This design comes from an exercise in tuning for small area and a short achievable clock period on the open sky130 flow, not from production work. Function was checked by simulation only, so behaviour that the tests miss may differ from the original.

==> run a <==
==> flow/design.v <==
`default_nettype none
`timescale 1ns/1ps
package sparcPkg;
    localparam int WordWidth = 32;      
    localparam int RegAddrWidth = 5;
    localparam int RegCount = 32;       
    localparam logic [RegAddrWidth-1:0] ZeroReg = 5'd0;    
    localparam logic [RegAddrWidth-1:0] LinkReg = 5'd15;   
    typedef enum logic [1:0]
    {
        fmtBranch = 2'd0,    
        fmtCall   = 2'd1,
        fmtArith  = 2'd2,    
        fmtMemory = 2'd3     
    } instrFormat;
    typedef enum logic [3:0]
    {
        aluAdd   = 4'd0,
        aluAddc  = 4'd1,
        aluSub   = 4'd2,
        aluSubc  = 4'd3,
        aluAnd   = 4'd4,
        aluOr    = 4'd5,
        aluXor   = 4'd6,
        aluXnor  = 4'd7,
        aluAndn  = 4'd8,
        aluOrn   = 4'd9,
        aluSll   = 4'd10,
        aluSrl   = 4'd11,
        aluSra   = 4'd12,
        aluPassB = 4'd14     
    } aluOp;
    typedef enum logic [1:0]
    {
        sizeByte = 2'd0,
        sizeHalf = 2'd1,
        sizeWord = 2'd2
    } memSize;
endpackage
`default_nettype wire
`default_nettype none
`timescale 1ns/1ps
import sparcPkg::*;
module instructionDecoder
(
    input wire [WordWidth-1:0] instr,
    output logic jmplInstr,
    output logic storeInstr,
    output logic signExtend,
    output logic loadInstr,
    output logic regWrite,
    output logic modifyCc,
    output logic callInstr,
    output logic branchInstr,
    output logic annul,
    output logic dataMemEnable,
    output logic [3:0] aluSel,
    output logic [1:0] accessSize,
    output logic [RegAddrWidth-1:0] destReg
);
    logic [1:0] format;
    logic [5:0] op3;         
    logic [3:0] arithCode;   
    assign format = instr[31:30];
    assign op3 = instr[24:19];
    assign arithCode = instr[22:19];
    always_comb
    begin
        jmplInstr = 1'b0;
        storeInstr = 1'b0;
        signExtend = 1'b0;
        loadInstr = 1'b0;
        regWrite = 1'b0;
        modifyCc = 1'b0;
        callInstr = 1'b0;
        branchInstr = 1'b0;
        annul = 1'b0;
        dataMemEnable = 1'b0;
        aluSel = aluAdd;
        accessSize = sizeByte;
        destReg = instr[29:25];   
        case (format)
            fmtCall:
            begin
                callInstr = 1'b1;
                regWrite = 1'b1;
                destReg = LinkReg;   
            end
            fmtBranch:
            begin
                if (instr == '0)
                begin
                end
                else if (instr[24:22] != 3'd4)
                begin
                    branchInstr = 1'b1;
                    annul = instr[29];   
                end
                else
                begin
                    regWrite = 1'b1;   
                    aluSel = aluPassB;
                end
            end
            fmtArith:
            begin
                regWrite = 1'b1;
                if (op3 == 6'd56)
                begin
                    jmplInstr = 1'b1;   
                    aluSel = aluAdd;
                end
                else
                begin
                    modifyCc = instr[23];   
                    case (arithCode)
                        4'd0: aluSel = aluAdd;
                        4'd8: aluSel = aluAddc;
                        4'd4: aluSel = aluSub;
                        4'd12: aluSel = aluSubc;
                        4'd1: aluSel = aluAnd;
                        4'd2: aluSel = aluOr;
                        4'd3: aluSel = aluXor;
                        4'd5: aluSel = instr[24] ? aluSll : aluAndn;
                        4'd6: aluSel = instr[24] ? aluSrl : aluOrn;
                        4'd7: aluSel = instr[24] ? aluSra : aluXnor;
                        default: aluSel = aluAdd;   
                    endcase
                end
            end
            fmtMemory:
            begin
                dataMemEnable = 1'b1;
                case (op3)
                    6'd9:
                    begin
                        loadInstr = 1'b1;   
                        signExtend = 1'b1;
                        accessSize = sizeByte;
                    end
                    6'd10:
                    begin
                        loadInstr = 1'b1;   
                        signExtend = 1'b1;
                        accessSize = sizeHalf;
                    end
                    6'd0:
                    begin
                        loadInstr = 1'b1;
                        accessSize = sizeWord;
                    end
                    6'd1: loadInstr = 1'b1;   
                    6'd2:
                    begin
                        loadInstr = 1'b1;   
                        accessSize = sizeHalf;
                    end
                    6'd5: storeInstr = 1'b1;   
                    6'd6:
                    begin
                        storeInstr = 1'b1;
                        accessSize = sizeHalf;
                    end
                    6'd4:
                    begin
                        storeInstr = 1'b1;
                        accessSize = sizeWord;
                    end
                    default: accessSize = sizeByte;   
                endcase
                regWrite = loadInstr;   
            end
        endcase
    end
endmodule
`default_nettype wire
`default_nettype none
`timescale 1ns/1ps
import sparcPkg::*;
module readAddressDecoder
(
    input wire [RegAddrWidth-1:0] addr,
    output logic [RegCount-1:1] sel
);
    always_comb
    begin
        for (int i = 1; i < RegCount; i++)
            sel[i] = addr == RegAddrWidth'(i);
    end
endmodule
`default_nettype wire
`default_nettype none
`timescale 1ns/1ps
module registerSlot
(
    input wire write,
    input wire hold,
    input wire d,
    input wire q,
    output logic y
);
    assign y = (write & d) | (hold & q);
endmodule
`default_nettype wire
`default_nettype none
`timescale 1ns/1ps
module readAoi222
(
    input wire a0, input wire b0,
    input wire a1, input wire b1,
    input wire a2, input wire b2,
    output logic y
);
    assign y = ~((a0 & b0) | (a1 & b1) | (a2 & b2));
endmodule
module readNand2
(
    input wire a, input wire b,
    output logic y
);
    assign y = ~(a & b);
endmodule
module readAnd4
(
    input wire a, input wire b, input wire c, input wire d,
    output logic y
);
    assign y = a & b & c & d;
endmodule
module readAnd3
(
    input wire a, input wire b, input wire c,
    output logic y
);
    assign y = a & b & c;
endmodule
module readNand3
(
    input wire a, input wire b, input wire c,
    output logic y
);
    assign y = ~(a & b & c);
endmodule
module registerReadCombiner
(
    input wire [31:1] sel,
    input wire [31:1] data,
    output logic y
);
    wire [10:0] n;   
    for (genvar g = 0; g < 10; g++)
    begin : gAoi
        readAoi222 aoi (
            .a0(sel[3*g+1]), .b0(data[3*g+1]),
            .a1(sel[3*g+2]), .b1(data[3*g+2]),
            .a2(sel[3*g+3]), .b2(data[3*g+3]),
            .y(n[g])
        );
    end
    readNand2 last (.a(sel[31]), .b(data[31]), .y(n[10]));
    wire [2:0] m;
    readAnd4 c0 (.a(n[0]), .b(n[1]), .c(n[2]), .d(n[3]), .y(m[0]));
    readAnd4 c1 (.a(n[4]), .b(n[5]), .c(n[6]), .d(n[7]), .y(m[1]));
    readAnd3 c2 (.a(n[8]), .b(n[9]), .c(n[10]), .y(m[2]));
    readNand3 c3 (.a(m[0]), .b(m[1]), .c(m[2]), .y(y));
endmodule
`default_nettype wire
`default_nettype none
`timescale 1ns/1ps
import sparcPkg::*;
module registerFile
(
    input wire Clk,
    input wire reset,
    input wire writeEnable,
    input wire [RegAddrWidth-1:0] writeAddr,
    input wire [WordWidth-1:0] writeData,
    input wire [RegAddrWidth-1:0] readAddrA,
    input wire [RegAddrWidth-1:0] readAddrB,
    input wire [RegAddrWidth-1:0] readAddrC,
    output logic [WordWidth-1:0] portA,
    output logic [WordWidth-1:0] portB,
    output logic [WordWidth-1:0] portC
);
    logic [WordWidth-1:0] word [1:RegCount-1];
    logic [RegCount-1:1] wrSel, wrHold;
    always_comb
    begin
        for (int i = 1; i < RegCount; i++)
        begin
            wrSel[i] = !reset && writeEnable && writeAddr == RegAddrWidth'(i);
            wrHold[i] = !reset && !(writeEnable && writeAddr == RegAddrWidth'(i));
        end
    end
    for (genvar i = 1; i < RegCount; i++)
    begin : gWord
        wire [WordWidth-1:0] next;
        for (genvar b = 0; b < WordWidth; b++)
        begin : gBit
            registerSlot slot (.write(wrSel[i]), .hold(wrHold[i]), .d(writeData[b]),
                               .q(word[i][b]), .y(next[b]));
        end
        always_ff @(posedge Clk)
            word[i] <= next;
    end
    localparam int Groups = 2;
    localparam int GroupBits = WordWidth / Groups;
    for (genvar g = 0; g < Groups; g++)
    begin : gGroup
        wire [RegCount-1:1] selA, selB, selC;
        readAddressDecoder decA (.addr(readAddrA), .sel(selA));
        readAddressDecoder decB (.addr(readAddrB), .sel(selB));
        readAddressDecoder decC (.addr(readAddrC), .sel(selC));
        for (genvar k = 0; k < GroupBits; k++)
        begin : gBit
            localparam int b = g * GroupBits + k;
            wire [RegCount-1:1] column;
            for (genvar i = 1; i < RegCount; i++)
            begin : gReg
                assign column[i] = word[i][b];
            end
            registerReadCombiner readA (.sel(selA), .data(column), .y(portA[b]));
            registerReadCombiner readB (.sel(selB), .data(column), .y(portB[b]));
            registerReadCombiner readC (.sel(selC), .data(column), .y(portC[b]));
        end
    end
endmodule
`default_nettype wire
`default_nettype none
`timescale 1ns/1ps
import sparcPkg::*;
module decodeStage
(
    input wire Clk,
    input wire reset,
    input wire [WordWidth-1:0] instr,
    input wire writeEnable,
    input wire [RegAddrWidth-1:0] writeAddr,
    input wire [WordWidth-1:0] writeData,
    input wire [RegAddrWidth-1:0] readAddrA,
    input wire [RegAddrWidth-1:0] readAddrB,
    input wire [RegAddrWidth-1:0] readAddrC,
    output logic jmplInstr,
    output logic storeInstr,
    output logic signExtend,
    output logic loadInstr,
    output logic regWrite,
    output logic modifyCc,
    output logic callInstr,
    output logic branchInstr,
    output logic annul,
    output logic dataMemEnable,
    output logic [3:0] aluSel,
    output logic [1:0] accessSize,
    output logic [RegAddrWidth-1:0] destReg,
    output logic [WordWidth-1:0] portA,
    output logic [WordWidth-1:0] portB,
    output logic [WordWidth-1:0] portC
);
    instructionDecoder instructionDecoder_i (
        .instr(instr),
        .jmplInstr(jmplInstr),
        .storeInstr(storeInstr),
        .signExtend(signExtend),
        .loadInstr(loadInstr),
        .regWrite(regWrite),
        .modifyCc(modifyCc),
        .callInstr(callInstr),
        .branchInstr(branchInstr),
        .annul(annul),
        .dataMemEnable(dataMemEnable),
        .aluSel(aluSel),
        .accessSize(accessSize),
        .destReg(destReg)
    );
    registerFile registerFile_i (
        .Clk(Clk),
        .reset(reset),
        .writeEnable(writeEnable),
        .writeAddr(writeAddr),
        .writeData(writeData),
        .readAddrA(readAddrA),
        .readAddrB(readAddrB),
        .readAddrC(readAddrC),
        .portA(portA),
        .portB(portB),
        .portC(portC)
    );
endmodule
`default_nettype wire
==> flow/flow/run.sh <==
#!/bin/bash
# The standard layout (standard.sh: the standard flow's synthesis and ORFS flow) with:
# - plain buffers, instead of delay cells, on the ports, the smallest one
#   on ports off the read paths (io_buffers.tcl);
# - global placement that gives more of the critical nets more weight;
# - a clock tree of small buffers in larger clusters, without dummy loads.
set -euo pipefail
here=$(cd "$(dirname "$0")" && pwd)
bash standard.sh \
  "BUFFER_PORTS_ARGS=-buffer_cell sky130_fd_sc_hd__buf_4" \
  "GLOBAL_PLACEMENT_ARGS=-timing_driven_net_weight_max 5 -timing_driven_nets_percentage 30" \
  "POST_GLOBAL_PLACE_TCL=$here/io_buffers.tcl" \
  "CTS_ARGS=-sink_clustering_enable -repair_clock_nets -dont_use_dummy_load -sink_clustering_size 12 -sink_clustering_max_diameter 50 -buf_list {sky130_fd_sc_hd__clkbuf_4 sky130_fd_sc_hd__clkbuf_8}" \
  finish > standard_flow.log 2>&1
==> flow/flow/io_buffers.tcl <==
# After global placement: the buffers of ports off the read paths (instr,
# the write port, reset, and the decoder's outputs) become the smallest
# buffer. The read addresses and read data keep their larger buffers.
set block [ord::get_db_block]
set n 0
foreach bterm [$block getBTerms] {
  set name [$bterm getName]
  if {[regexp {^(readAddr[ABC]|port[ABC]|Clk)} $name]} continue
  set net [$bterm getNet]
  if {$net eq "NULL"} continue
  foreach it [$net getITerms] {
    set inst [$it getInst]
    if {[[$inst getMaster] getName] eq "sky130_fd_sc_hd__buf_4"} {
      replace_cell [$inst getName] sky130_fd_sc_hd__buf_1
      incr n
    }
  }
}
puts "io_buffers.tcl: $n port buffers made buf_1"
==> flow/standard.sh <==
#!/bin/bash
# synth_recipe.tcl (not shown) runs the flow's synth.tcl, then flattens the netlist and writes it again
# the make line also repeats each setting of config.mk as NAME=value (left out here)
make -C /OpenROAD-flow-scripts/flow DESIGN_CONFIG=/design/flow/config.mk WORK_HOME=/design/flow/orfs CLKGATE_MAP_FILE= SYNTH_SCRIPT=/design/flow/synth_recipe.tcl "${@:-finish}"
==> flow/config.mk <==
export PLATFORM = sky130hd
export DESIGN_NAME = decodeStage
export DESIGN_NICKNAME = decodeStage
export VERILOG_FILES = /design/flow/design.v
export SDC_FILE = /design/flow/constraint.sdc
export NUM_CORES = 8
export LEC_CHECK = 0
export CAP_MARGIN = 20
export CORE_MARGIN = 2
export CORE_UTILIZATION = 32
export PLACE_DENSITY = 0.3
export SETUP_SLACK_MARGIN = 2.2
export SLEW_MARGIN = 20
export SYNTH_HIERARCHICAL = 1
==> flow/constraint.sdc <==
create_clock -name core_clock -period 7.0 [get_ports {Clk}]
set_input_delay 1.4000 -clock core_clock [delete_from_list [all_inputs] [get_ports {Clk}]]
set_output_delay 1.4000 -clock core_clock [all_outputs]
set_load 0.01 [all_outputs]
==> run b: changes against run a <==
--- a/flow/design.v
+++ b/flow/design.v
@@ -176,21 +176,6 @@
 `default_nettype wire
 `default_nettype none
 `timescale 1ns/1ps
-import sparcPkg::*;
-module readAddressDecoder
-(
-    input wire [RegAddrWidth-1:0] addr,
-    output logic [RegCount-1:1] sel
-);
-    always_comb
-    begin
-        for (int i = 1; i < RegCount; i++)
-            sel[i] = addr == RegAddrWidth'(i);
-    end
-endmodule
-`default_nettype wire
-`default_nettype none
-`timescale 1ns/1ps
 module registerSlot
 (
     input wire write,
@@ -220,26 +205,26 @@
 );
     assign y = ~(a & b);
 endmodule
-module readAnd4
+module readNand4
 (
     input wire a, input wire b, input wire c, input wire d,
     output logic y
 );
-    assign y = a & b & c & d;
+    assign y = ~(a & b & c & d);
 endmodule
-module readAnd3
+module readNand3
 (
     input wire a, input wire b, input wire c,
     output logic y
 );
-    assign y = a & b & c;
+    assign y = ~(a & b & c);
 endmodule
-module readNand3
+module readOr3
 (
     input wire a, input wire b, input wire c,
     output logic y
 );
-    assign y = ~(a & b & c);
+    assign y = a | b | c;
 endmodule
 module registerReadCombiner
 (
@@ -259,10 +244,10 @@
     end
     readNand2 last (.a(sel[31]), .b(data[31]), .y(n[10]));
     wire [2:0] m;
-    readAnd4 c0 (.a(n[0]), .b(n[1]), .c(n[2]), .d(n[3]), .y(m[0]));
-    readAnd4 c1 (.a(n[4]), .b(n[5]), .c(n[6]), .d(n[7]), .y(m[1]));
-    readAnd3 c2 (.a(n[8]), .b(n[9]), .c(n[10]), .y(m[2]));
-    readNand3 c3 (.a(m[0]), .b(m[1]), .c(m[2]), .y(y));
+    readNand4 c0 (.a(n[0]), .b(n[1]), .c(n[2]), .d(n[3]), .y(m[0]));
+    readNand4 c1 (.a(n[4]), .b(n[5]), .c(n[6]), .d(n[7]), .y(m[1]));
+    readNand3 c2 (.a(n[8]), .b(n[9]), .c(n[10]), .y(m[2]));
+    readOr3 c3 (.a(m[0]), .b(m[1]), .c(m[2]), .y(y));
 endmodule
 `default_nettype wire
 `default_nettype none
@@ -283,13 +268,15 @@
     output logic [WordWidth-1:0] portC
 );
     logic [WordWidth-1:0] word [1:RegCount-1];
+    logic [WordWidth-1:0] writeValue;
     logic [RegCount-1:1] wrSel, wrHold;
     always_comb
     begin
+        writeValue = reset ? '0 : writeData;
         for (int i = 1; i < RegCount; i++)
         begin
-            wrSel[i] = !reset && writeEnable && writeAddr == RegAddrWidth'(i);
-            wrHold[i] = !reset && !(writeEnable && writeAddr == RegAddrWidth'(i));
+            wrSel[i] = reset || (writeEnable && writeAddr == RegAddrWidth'(i));
+            wrHold[i] = !wrSel[i];
         end
     end
     for (genvar i = 1; i < RegCount; i++)
@@ -297,32 +284,32 @@
         wire [WordWidth-1:0] next;
         for (genvar b = 0; b < WordWidth; b++)
         begin : gBit
-            registerSlot slot (.write(wrSel[i]), .hold(wrHold[i]), .d(writeData[b]),
+            registerSlot slot (.write(wrSel[i]), .hold(wrHold[i]), .d(writeValue[b]),
                                .q(word[i][b]), .y(next[b]));
         end
         always_ff @(posedge Clk)
             word[i] <= next;
     end
-    localparam int Groups = 2;
-    localparam int GroupBits = WordWidth / Groups;
-    for (genvar g = 0; g < Groups; g++)
-    begin : gGroup
-        wire [RegCount-1:1] selA, selB, selC;
-        readAddressDecoder decA (.addr(readAddrA), .sel(selA));
-        readAddressDecoder decB (.addr(readAddrB), .sel(selB));
-        readAddressDecoder decC (.addr(readAddrC), .sel(selC));
-        for (genvar k = 0; k < GroupBits; k++)
-        begin : gBit
-            localparam int b = g * GroupBits + k;
-            wire [RegCount-1:1] column;
-            for (genvar i = 1; i < RegCount; i++)
-            begin : gReg
-                assign column[i] = word[i][b];
-            end
-            registerReadCombiner readA (.sel(selA), .data(column), .y(portA[b]));
-            registerReadCombiner readB (.sel(selB), .data(column), .y(portB[b]));
-            registerReadCombiner readC (.sel(selC), .data(column), .y(portC[b]));
+    logic [RegCount-1:1] selA, selB, selC;
+    always_comb
+    begin
+        for (int i = 1; i < RegCount; i++)
+        begin
+            selA[i] = readAddrA == RegAddrWidth'(i);
+            selB[i] = readAddrB == RegAddrWidth'(i);
+            selC[i] = readAddrC == RegAddrWidth'(i);
+        end
+    end
+    for (genvar b = 0; b < WordWidth; b++)
+    begin : gBit
+        wire [RegCount-1:1] column;
+        for (genvar i = 1; i < RegCount; i++)
+        begin : gReg
+            assign column[i] = word[i][b];
         end
+        registerReadCombiner readA (.sel(selA), .data(column), .y(portA[b]));
+        registerReadCombiner readB (.sel(selB), .data(column), .y(portB[b]));
+        registerReadCombiner readC (.sel(selC), .data(column), .y(portC[b]));
     end
 endmodule
 `default_nettype wire
==> flow/flow/run.sh (replaced) <==
#!/bin/bash
# The standard layout (standard.sh: the standard flow's synthesis and ORFS flow), with
# plain buffers, instead of delay cells, on the ports.
set -euo pipefail
bash standard.sh \
  "BUFFER_PORTS_ARGS=-buffer_cell sky130_fd_sc_hd__buf_4" \
  finish > standard_flow.log 2>&1
CTS_BUF_LIST = sky130_fd_sc_hd__clkbuf_4 sky130_fd_sc_hd__clkbuf_8   (was not set)
PLACE_DENSITY = 0.4   (was 0.3)
SETUP_SLACK_MARGIN = 1.5   (was 2.2)
removed: flow/flow/io_buffers.tcl
==> run c: changes against run a <==
--- a/flow/design.v
+++ b/flow/design.v
@@ -283,13 +283,15 @@
     output logic [WordWidth-1:0] portC
 );
     logic [WordWidth-1:0] word [1:RegCount-1];
+    logic [WordWidth-1:0] writeValue;
     logic [RegCount-1:1] wrSel, wrHold;
     always_comb
     begin
+        writeValue = reset ? '0 : writeData;
         for (int i = 1; i < RegCount; i++)
         begin
-            wrSel[i] = !reset && writeEnable && writeAddr == RegAddrWidth'(i);
-            wrHold[i] = !reset && !(writeEnable && writeAddr == RegAddrWidth'(i));
+            wrSel[i] = reset || (writeEnable && writeAddr == RegAddrWidth'(i));
+            wrHold[i] = !wrSel[i];
         end
     end
     for (genvar i = 1; i < RegCount; i++)
@@ -297,7 +299,7 @@
         wire [WordWidth-1:0] next;
         for (genvar b = 0; b < WordWidth; b++)
         begin : gBit
-            registerSlot slot (.write(wrSel[i]), .hold(wrHold[i]), .d(writeData[b]),
+            registerSlot slot (.write(wrSel[i]), .hold(wrHold[i]), .d(writeValue[b]),
                                .q(word[i][b]), .y(next[b]));
         end
         always_ff @(posedge Clk)
==> flow/flow/run.sh (replaced) <==
#!/bin/bash
# The standard layout (standard.sh: the standard flow's synthesis and ORFS flow) with:
# - plain buffers, instead of delay cells, on the ports, the smallest one
#   on ports off the read paths (io_buffers.tcl);
# - a clock tree of small buffers in larger clusters, without dummy loads.
set -euo pipefail
here=$(cd "$(dirname "$0")" && pwd)
bash standard.sh \
  "BUFFER_PORTS_ARGS=-buffer_cell sky130_fd_sc_hd__buf_4" \
  "POST_GLOBAL_PLACE_TCL=$here/io_buffers.tcl" \
  "CTS_ARGS=-sink_clustering_enable -repair_clock_nets -dont_use_dummy_load -sink_clustering_size 20 -sink_clustering_max_diameter 50 -buf_list {sky130_fd_sc_hd__clkbuf_4 sky130_fd_sc_hd__clkbuf_8}" \
  finish > standard_flow.log 2>&1
==> results.json <==
{
  "fp.dieW_um": 375,
  "utilization_pct": 38.4,
  "outcome": "finished clean",
  "nMultiInputCombCells": 2863,
  "synth_warnings": 11,
  "buf_share_pct": 6.77,
  "power_frac_comb_pct": 15.9,
  "clk-insertion-delay-late_ps": 880,
  "use_met1_pct": 47.9,
  "min_period_over_period_pct": 69.9,
  "cts-buffers-inserted": 144,
  "worstMarginPinSlew_ps": 1260
}
the above is filed under run c

==> results.json <==
{
  "outcome": "finished clean",
  "clk-insertion-delay-late_ps": 910,
  "utilization_pct": 39.4,
  "power_frac_comb_pct": 8.6,
  "nMultiInputCombCells": 2845,
  "min_period_over_period_pct": 70.8,
  "fin_ws_ps": 2050,
  "critPathBufInv": 3,
  "synth_edf_count": 0,
  "worstMarginPinSlew_ps": 1030,
  "antenna_cells": 4,
  "cts-buffers-inserted": 139
}
the above is filed under run a

==> results.json <==
{
  "timing.slew.headroom_pct": 10.3,
  "seq_power_share_pct": 45.1,
  "utilization_pct": 40.3,
  "synth_warnings": 10,
  "outcome": "finished clean",
  "buf_share_pct": 6.75,
  "use_met1_pct": 52.8,
  "power_frac_comb_pct": 14.5,
  "worstMarginPinSlew_ps": 1340,
  "nMultiInputCombCells": 2739,
  "cts-buffers-inserted": 182,
  "cts_tree": "done",
  "post-route-drc-count": 0,
  "fp.dieW_um": 370,
  "clk-insertion-delay-late_ps": 920,
  "min_period_over_period_pct": 81.4
}
the above is filed under run b

==> separate check: timing with driven ports <==
No port has a modelled driver above. Below, the same layouts with a new extraction and two added sets of constraints. Step 1: set_driving_cell puts a clkbuf_16 on Clk and a buf_2 on each other input, an assumption about the parent block. Step 2, shift: input delay + t, output delay - t, t = (earliest + latest rising clock arrival at the registers) / 2. This alone moves slack from input paths to output paths. Slacks: no drivers / after step 1 / after step 2; pairs: no drivers / after step 1.
run	t (ns)	setup WS [ns]	worst data-port slew with drivers (ns)	pins driven straight from the clock port
run a	0.949	2.046 / 1.851 / 1.851	0.20	1
run b	1.034	1.299 / 1.230 / 1.230	0.14	1
run c	0.956	2.110 / 1.950 / 1.950	0.19	1
After both steps every run listed still meets setup and hold. The setup slack of run a, which loses most, moves by -0.195 ns with the drivers and by -0.195 ns with both steps.
